Context: an optimization exercise on an open-source flow, tuned for small area. The choices shown serve that exercise and are no tape-out recipe.
Only simulation tests tie the RTL to the original design; equivalence was not proved.
Power figures rest on the tool's default switching activity, not on a simulated workload. The flow treats the clock pin as an ideal source, which a real chip does not have.

==> inputs of tundra <==
==> flow/design.v <==
package regfile_pkg;
   localparam int DATA_W   = 32;
   localparam int ADDR_W   = 5;
   localparam int NUM_REGS = 2 ** ADDR_W;
   typedef logic [ADDR_W-1:0] reg_addr_t;
   typedef logic [DATA_W-1:0] reg_data_t;
   localparam reg_addr_t ZERO_REG = 5'd0;
endpackage
module regfile_read_port
(
   input  regfile_pkg::reg_addr_t addr,
   input  logic [regfile_pkg::NUM_REGS-1:0][regfile_pkg::DATA_W-1:0] regs,
   output regfile_pkg::reg_data_t data
);
   always_comb data = (addr == regfile_pkg::ZERO_REG) ? '0 : regs[addr];
endmodule
module register_file
(
   input  logic      clk,
   input  logic      rst,
   input  regfile_pkg::reg_addr_t rs,
   input  regfile_pkg::reg_addr_t ra,
   input  regfile_pkg::reg_addr_t we,
   input  regfile_pkg::reg_data_t writeData,
   input  logic      write,
   output regfile_pkg::reg_data_t readDatars,
   output regfile_pkg::reg_data_t readDatara
);
   logic [regfile_pkg::NUM_REGS-1:0][regfile_pkg::DATA_W-1:0] regs;
   always_ff @(posedge clk or negedge rst)
      if (!rst) begin
         for (int i = 0; i < regfile_pkg::NUM_REGS; i++) regs[i] <= '0;
      end
      else if (write && we != regfile_pkg::ZERO_REG) regs[we] <= writeData;
   regfile_read_port portRs (
      .addr(rs),
      .regs(regs),
      .data(readDatars)
   );
   regfile_read_port portRa (
      .addr(ra),
      .regs(regs),
      .data(readDatara)
   );
endmodule
==> flow/run.sh <==
#!/bin/bash
# synth_recipe.tcl (not shown) runs the flow's synth.tcl, then flattens the netlist and writes it again
# the make line also repeats each setting of config.mk as NAME=value (left out here)
make -C /OpenROAD-flow-scripts/flow DESIGN_CONFIG=/design/flow/config.mk WORK_HOME=/design/flow/orfs CLKGATE_MAP_FILE= SYNTH_SCRIPT=/design/flow/synth_recipe.tcl finish
==> flow/config.mk <==
export PLATFORM = sky130hd
export DESIGN_NAME = register_file
export DESIGN_NICKNAME = register_file
export VERILOG_FILES = /design/flow/design.v
export SDC_FILE = /design/flow/constraint.sdc
export NUM_CORES = 4
export LEC_CHECK = 0
export CAP_MARGIN = 20
export CORE_MARGIN = 2
export CORE_UTILIZATION = 40
export SLEW_MARGIN = 20
==> flow/constraint.sdc <==
create_clock -name core_clock -period 6.0 [get_ports {clk}]
set_input_delay 1.2000 -clock core_clock [delete_from_list [all_inputs] [get_ports {clk}]]
set_output_delay 1.2000 -clock core_clock [all_outputs]
set_load 0.01 [all_outputs]
==> sierra (differences from tundra) <==
==> flow/design.v (replaced) <==
package regfile_pkg;
   localparam int DATA_W   = 32;
   localparam int ADDR_W   = 5;
   localparam int NUM_REGS = 2 ** ADDR_W;
   typedef logic [ADDR_W-1:0] reg_addr_t;
   typedef logic [DATA_W-1:0] reg_data_t;
   localparam reg_addr_t ZERO_REG = 5'd0;
endpackage
module regfile_aoi222
(
   input  logic [2:0] s,
   input  logic [2:0] x,
   output logic       y
);
   assign y = ~|(s & x);
endmodule
module regfile_read_bit
(
   input  logic [regfile_pkg::NUM_REGS-1:1] sel,
   input  logic [regfile_pkg::NUM_REGS-1:1] d,
   output logic q
);
   logic [10:0] y;
   for (genvar g = 0; g < 10; g++) begin : grp
      regfile_aoi222 aoi (.s(sel[3*g+3:3*g+1]), .x(d[3*g+3:3*g+1]), .y(y[g]));
   end
   assign y[10] = ~(sel[31] & d[31]);
   assign q = ~&y;
endmodule
module regfile_and3
(
   input  logic a,
   input  logic b,
   input  logic c,
   output logic y
);
   assign y = a & b & c;
endmodule
module regfile_read_dec
(
   input  regfile_pkg::reg_addr_t addr,
   input  logic [regfile_pkg::NUM_REGS-1:1] valid,
   output logic [regfile_pkg::NUM_REGS-1:1] sel
);
   logic [3:0] lo;
   logic [7:0] hi;
   always_comb begin
      for (int j = 0; j < 4; j++) lo[j] = (addr[1:0] == j[1:0]);
      for (int k = 0; k < 8; k++) hi[k] = (addr[4:2] == k[2:0]);
   end
   for (genvar i = 1; i < regfile_pkg::NUM_REGS; i++) begin : row
      regfile_and3 a (.a(lo[i % 4]), .b(hi[i / 4]), .c(valid[i]), .y(sel[i]));
   end
endmodule
module regfile_read_port
(
   input  regfile_pkg::reg_addr_t addr,
   input  logic [regfile_pkg::NUM_REGS-1:1][regfile_pkg::DATA_W-1:0] regs,
   input  logic [regfile_pkg::NUM_REGS-1:1] valid,
   output regfile_pkg::reg_data_t data
);
   localparam int HALF = regfile_pkg::DATA_W / 2;
   logic [1:0][regfile_pkg::NUM_REGS-1:1] sel;
   for (genvar h = 0; h < 2; h++) begin : half
      regfile_read_dec dec (.addr(addr), .valid(valid), .sel(sel[h]));
   end
   for (genvar b = 0; b < regfile_pkg::DATA_W; b++) begin : bit_
      logic [regfile_pkg::NUM_REGS-1:1] d;
      for (genvar i = 1; i < regfile_pkg::NUM_REGS; i++) begin : reg_
         assign d[i] = regs[i][b];
      end
      regfile_read_bit rb (.sel(sel[b / HALF]), .d(d), .q(data[b]));
   end
endmodule
module regfile_hold
(
   input  logic en,
   input  logic enb,
   input  logic wd,
   input  logic q,
   output logic d
);
   assign d = (en & wd) | (enb & q);
endmodule
module regfile_and2
(
   input  logic a,
   input  logic b,
   output logic y
);
   assign y = a & b;
endmodule
module regfile_nand2
(
   input  logic a,
   input  logic b,
   output logic y
);
   assign y = ~(a & b);
endmodule
module regfile_write_dec
(
   input  regfile_pkg::reg_addr_t we,
   input  logic write,
   output logic [regfile_pkg::NUM_REGS-1:1] wen,
   output logic [regfile_pkg::NUM_REGS-1:1] wenb
);
   logic [3:0] lo;
   logic [7:0] hi;
   always_comb begin
      for (int j = 0; j < 4; j++) lo[j] = write && (we[1:0] == j[1:0]);
      for (int k = 0; k < 8; k++) hi[k] = (we[4:2] == k[2:0]);
   end
   for (genvar i = 1; i < regfile_pkg::NUM_REGS; i++) begin : row
      regfile_and2  a (.a(lo[i % 4]), .b(hi[i / 4]), .y(wen[i]));
      regfile_nand2 n (.a(lo[i % 4]), .b(hi[i / 4]), .y(wenb[i]));
   end
endmodule
module register_file
(
   input  logic      clk,
   input  logic      rst,
   input  regfile_pkg::reg_addr_t rs,
   input  regfile_pkg::reg_addr_t ra,
   input  regfile_pkg::reg_addr_t we,
   input  regfile_pkg::reg_data_t writeData,
   input  logic      write,
   output regfile_pkg::reg_data_t readDatars,
   output regfile_pkg::reg_data_t readDatara
);
   localparam int HALF = regfile_pkg::DATA_W / 2;
   logic [regfile_pkg::NUM_REGS-1:1][regfile_pkg::DATA_W-1:0] regs;
   logic [regfile_pkg::NUM_REGS-1:1][regfile_pkg::DATA_W-1:0] regs_d;
   logic [regfile_pkg::NUM_REGS-1:1] valid;
   logic [1:0][regfile_pkg::NUM_REGS-1:1] wen;
   logic [1:0][regfile_pkg::NUM_REGS-1:1] wenb;
   for (genvar h = 0; h < 2; h++) begin : half
      regfile_write_dec dec (.we(we), .write(write), .wen(wen[h]), .wenb(wenb[h]));
   end
   always_ff @(posedge clk or negedge rst)
      if (!rst) valid <= '0;
      else valid <= valid | wen[0];
   for (genvar i = 1; i < regfile_pkg::NUM_REGS; i++) begin : row
      for (genvar b = 0; b < regfile_pkg::DATA_W; b++) begin : col
         regfile_hold h (.en(wen[b / HALF][i]), .enb(wenb[b / HALF][i]), .wd(writeData[b]),
                         .q(regs[i][b]), .d(regs_d[i][b]));
      end
   end
   always_ff @(posedge clk) regs <= regs_d;
   regfile_read_port portRs (.addr(rs), .regs(regs), .valid(valid), .data(readDatars));
   regfile_read_port portRa (.addr(ra), .regs(regs), .valid(valid), .data(readDatara));
endmodule
==> flow/flow/run.sh (new file) <==
#!/bin/bash
# Own layout flow: the standard layout (standard.sh, with its standard synthesis,
# floorplan, power grid and tap cells) with three changes:
#  - the port buffers are buf_2 cells instead of the slow delay buffer buffer_ports picks;
#  - the clock tree clusters up to 30 sinks within 120 um and inserts no dummy loads;
#  - the resizer may change a cell's footprint when it upsizes a weak driver.
# make's output goes to flow_make.log; ORFS writes each step's full log under orfs/logs/.
set -euo pipefail
bash standard.sh finish \
  "BUFFER_PORTS_ARGS=-buffer_cell sky130_fd_sc_hd__buf_2" \
  "CTS_ARGS=-sink_clustering_enable -repair_clock_nets -dont_use_dummy_load -sink_clustering_size 30 -sink_clustering_max_diameter 120" \
  MATCH_CELL_FOOTPRINT=0 > flow_make.log 2>&1
==> flow/standard.sh (new file) <==
#!/bin/bash
# synth_recipe.tcl (not shown) runs the flow's synth.tcl, then flattens the netlist and writes it again
# the make line also repeats each setting of config.mk as NAME=value (left out here)
make -C /OpenROAD-flow-scripts/flow DESIGN_CONFIG=/design/flow/config.mk WORK_HOME=/design/flow/orfs CLKGATE_MAP_FILE= SYNTH_SCRIPT=/design/flow/synth_recipe.tcl "${@:-finish}"
--- a/flow/config.mk
+++ b/flow/config.mk
@@ -6,6 +6,11 @@
 export NUM_CORES = 4
 export LEC_CHECK = 0
 export CAP_MARGIN = 20
+export CELL_PAD_IN_SITES_DETAIL_PLACEMENT = 1
+export CELL_PAD_IN_SITES_GLOBAL_PLACEMENT = 1
 export CORE_MARGIN = 2
-export CORE_UTILIZATION = 40
+export CORE_UTILIZATION = 38
+export GPL_TIMING_DRIVEN = 0
 export SLEW_MARGIN = 20
+export SYNTH_HIERARCHICAL = 1
+export SYNTH_MINIMUM_KEEP_SIZE = 0
removed: flow/run.sh
==> fjord (differences from tundra) <==
==> flow/design.v (replaced) <==
package regfile_pkg;
   localparam int DATA_W   = 32;
   localparam int ADDR_W   = 5;
   localparam int NUM_REGS = 2 ** ADDR_W;
   typedef logic [ADDR_W-1:0] reg_addr_t;
   typedef logic [DATA_W-1:0] reg_data_t;
   localparam reg_addr_t ZERO_REG = 5'd0;
endpackage
module regfile_aoi222
(
   input  logic [2:0] s,
   input  logic [2:0] x,
   output logic       y
);
   assign y = ~|(s & x);
endmodule
module regfile_read_bit
(
   input  logic [regfile_pkg::NUM_REGS-1:1] sel,
   input  logic [regfile_pkg::NUM_REGS-1:1] d,
   output logic q
);
   logic [10:0] y;
   for (genvar g = 0; g < 10; g++) begin : grp
      regfile_aoi222 aoi (.s(sel[3*g+3:3*g+1]), .x(d[3*g+3:3*g+1]), .y(y[g]));
   end
   assign y[10] = ~(sel[31] & d[31]);
   assign q = ~&y;
endmodule
module regfile_read_port
(
   input  regfile_pkg::reg_addr_t addr,
   input  logic [regfile_pkg::NUM_REGS-1:1][regfile_pkg::DATA_W-1:0] regs,
   input  logic [regfile_pkg::NUM_REGS-1:1] valid,
   output regfile_pkg::reg_data_t data
);
   logic [regfile_pkg::NUM_REGS-1:1] sel;
   always_comb
      for (int i = 1; i < regfile_pkg::NUM_REGS; i++)
         sel[i] = (addr == i[regfile_pkg::ADDR_W-1:0]) & valid[i];
   for (genvar b = 0; b < regfile_pkg::DATA_W; b++) begin : bit_
      logic [regfile_pkg::NUM_REGS-1:1] d;
      for (genvar i = 1; i < regfile_pkg::NUM_REGS; i++) begin : reg_
         assign d[i] = regs[i][b];
      end
      regfile_read_bit rb (.sel(sel), .d(d), .q(data[b]));
   end
endmodule
module regfile_hold
(
   input  logic en,
   input  logic enb,
   input  logic wd,
   input  logic q,
   output logic d
);
   assign d = (en & wd) | (enb & q);
endmodule
module register_file
(
   input  logic      clk,
   input  logic      rst,
   input  regfile_pkg::reg_addr_t rs,
   input  regfile_pkg::reg_addr_t ra,
   input  regfile_pkg::reg_addr_t we,
   input  regfile_pkg::reg_data_t writeData,
   input  logic      write,
   output regfile_pkg::reg_data_t readDatars,
   output regfile_pkg::reg_data_t readDatara
);
   logic [regfile_pkg::NUM_REGS-1:1][regfile_pkg::DATA_W-1:0] regs;
   logic [regfile_pkg::NUM_REGS-1:1][regfile_pkg::DATA_W-1:0] regs_d;
   logic [regfile_pkg::NUM_REGS-1:1] valid;
   logic [regfile_pkg::NUM_REGS-1:1] wen;
   logic [regfile_pkg::NUM_REGS-1:1] wenb;
   always_comb
      for (int i = 1; i < regfile_pkg::NUM_REGS; i++) begin
         wen[i]  = write && (we == i[regfile_pkg::ADDR_W-1:0]);
         wenb[i] = !wen[i];
      end
   always_ff @(posedge clk or negedge rst)
      if (!rst) valid <= '0;
      else valid <= valid | wen;
   for (genvar i = 1; i < regfile_pkg::NUM_REGS; i++) begin : row
      for (genvar b = 0; b < regfile_pkg::DATA_W; b++) begin : col
         regfile_hold h (.en(wen[i]), .enb(wenb[i]), .wd(writeData[b]), .q(regs[i][b]), .d(regs_d[i][b]));
      end
   end
   always_ff @(posedge clk) regs <= regs_d;
   regfile_read_port portRs (.addr(rs), .regs(regs), .valid(valid), .data(readDatars));
   regfile_read_port portRa (.addr(ra), .regs(regs), .valid(valid), .data(readDatara));
endmodule
--- a/flow/config.mk
+++ b/flow/config.mk
@@ -7,5 +7,7 @@
 export LEC_CHECK = 0
 export CAP_MARGIN = 20
 export CORE_MARGIN = 2
-export CORE_UTILIZATION = 40
+export CORE_UTILIZATION = 55
 export SLEW_MARGIN = 20
+export SYNTH_HIERARCHICAL = 1
+export SYNTH_MINIMUM_KEEP_SIZE = 0
==> notes.md <==
item                                                                         tundra                    sierra                       fjord
Status                                                     timing/DRC/antenna clean  timing/DRC/antenna clean  complete, but fails checks
Layout check failures                                                             -                         -        negative setup slack
Total nets after synthesis                                                     3656                      3312                        3193
Startpoint of the lowest-slack hold path                                   regs[29]                 regs[873]                   valid[23]
Average footprint of a synthesized cell                                  15.1 sq um                12.1 sq um                  12.4 sq um
Synth async-reset ratio                                                        1.00                    0.0303                      0.0303
Arrival time reported for the critical path endpoint                        4.22 ns                   4.38 ns                     4.84 ns
Core Region                                                             0.135 sq mm               0.103 sq mm                0.0700 sq mm
Flops & latches, synth                                                         1024                      1023                        1023
Net Sw Frac                                                                   0.275                     0.299                       0.276
Worst hold endpoint                                                        regs[29]                 regs[873]                   valid[23]
Total power divided by cell area                                        369 mW/mm^2               346 mW/mm^2                 391 mW/mm^2
Chip width                                                              373 microns               327 microns                 270 microns
Sequential cells                                                               1024                      1023                        1023
Critical path buffers and inverters                                               4                         2                           3
Sequential logic power                                                      10.1 mW                   9.33 mW                     9.32 mW
Clock insertion delay at the later pin of the skew report                   0.71 ns                   0.65 ns                     0.69 ns
Part of the power in combinational logic                                      0.226                     0.143                       0.126
Total area of sequential cells                                         0.0256 sq mm              0.0206 sq mm                0.0206 sq mm
Setup slack after layout                                                   0.582 ns                  0.416 ns                  -0.0434 ns
Detailed-router iteration count before antenna repair                             7                        10                          17
M3 GR Usage                                                                  0.0468                    0.0791                       0.249
Most common flop cell mapped by yosys                      sky130_fd_sc_hd__dfrtp_1  sky130_fd_sc_hd__dfxtp_1    sky130_fd_sc_hd__dfxtp_1
Wire length of the first global-routing pass                         259000 microns            279000 microns              275000 microns

[port drivers added, routing unchanged]
Ports are ideal in the flow. The routed layouts listed here were re-timed in OpenROAD. Step 1, drivers: a clkbuf_16 drives clk and a buf_2 each remaining input, both assumed. Step 2 times the ports against the registers' clock, not the clock port: input delays grow and output delays shrink by t, the midpoint of the rising clock arrivals with the driver on. a / b / c = ideal / step 1 / step 2; a / b = the first two.
| run | shift t [ns] | slack for setup (ns) | hold slack, ns | clock arrival spread, ns | pins driven straight from the clock port |
|---|---|---|---|---|---|
| tundra | 0.773 | 0.582 / 0.552 / 0.552 | 0.397 / 0.397 / 0.397 | 0.037 / 0.036 | 1 |
| sierra | 0.742 | 0.416 / 0.292 / 0.292 | 0.512 / 0.512 / 0.512 | 0.048 / 0.047 | 1 |
| fjord | 0.757 | -0.043 / -0.075 / -0.075 | 0.468 / 0.468 / 0.468 | 0.028 / 0.028 | 1 |
For sierra, which loses most, drivers alone change the setup slack by -0.124 ns; drivers and shift together by -0.124 ns.
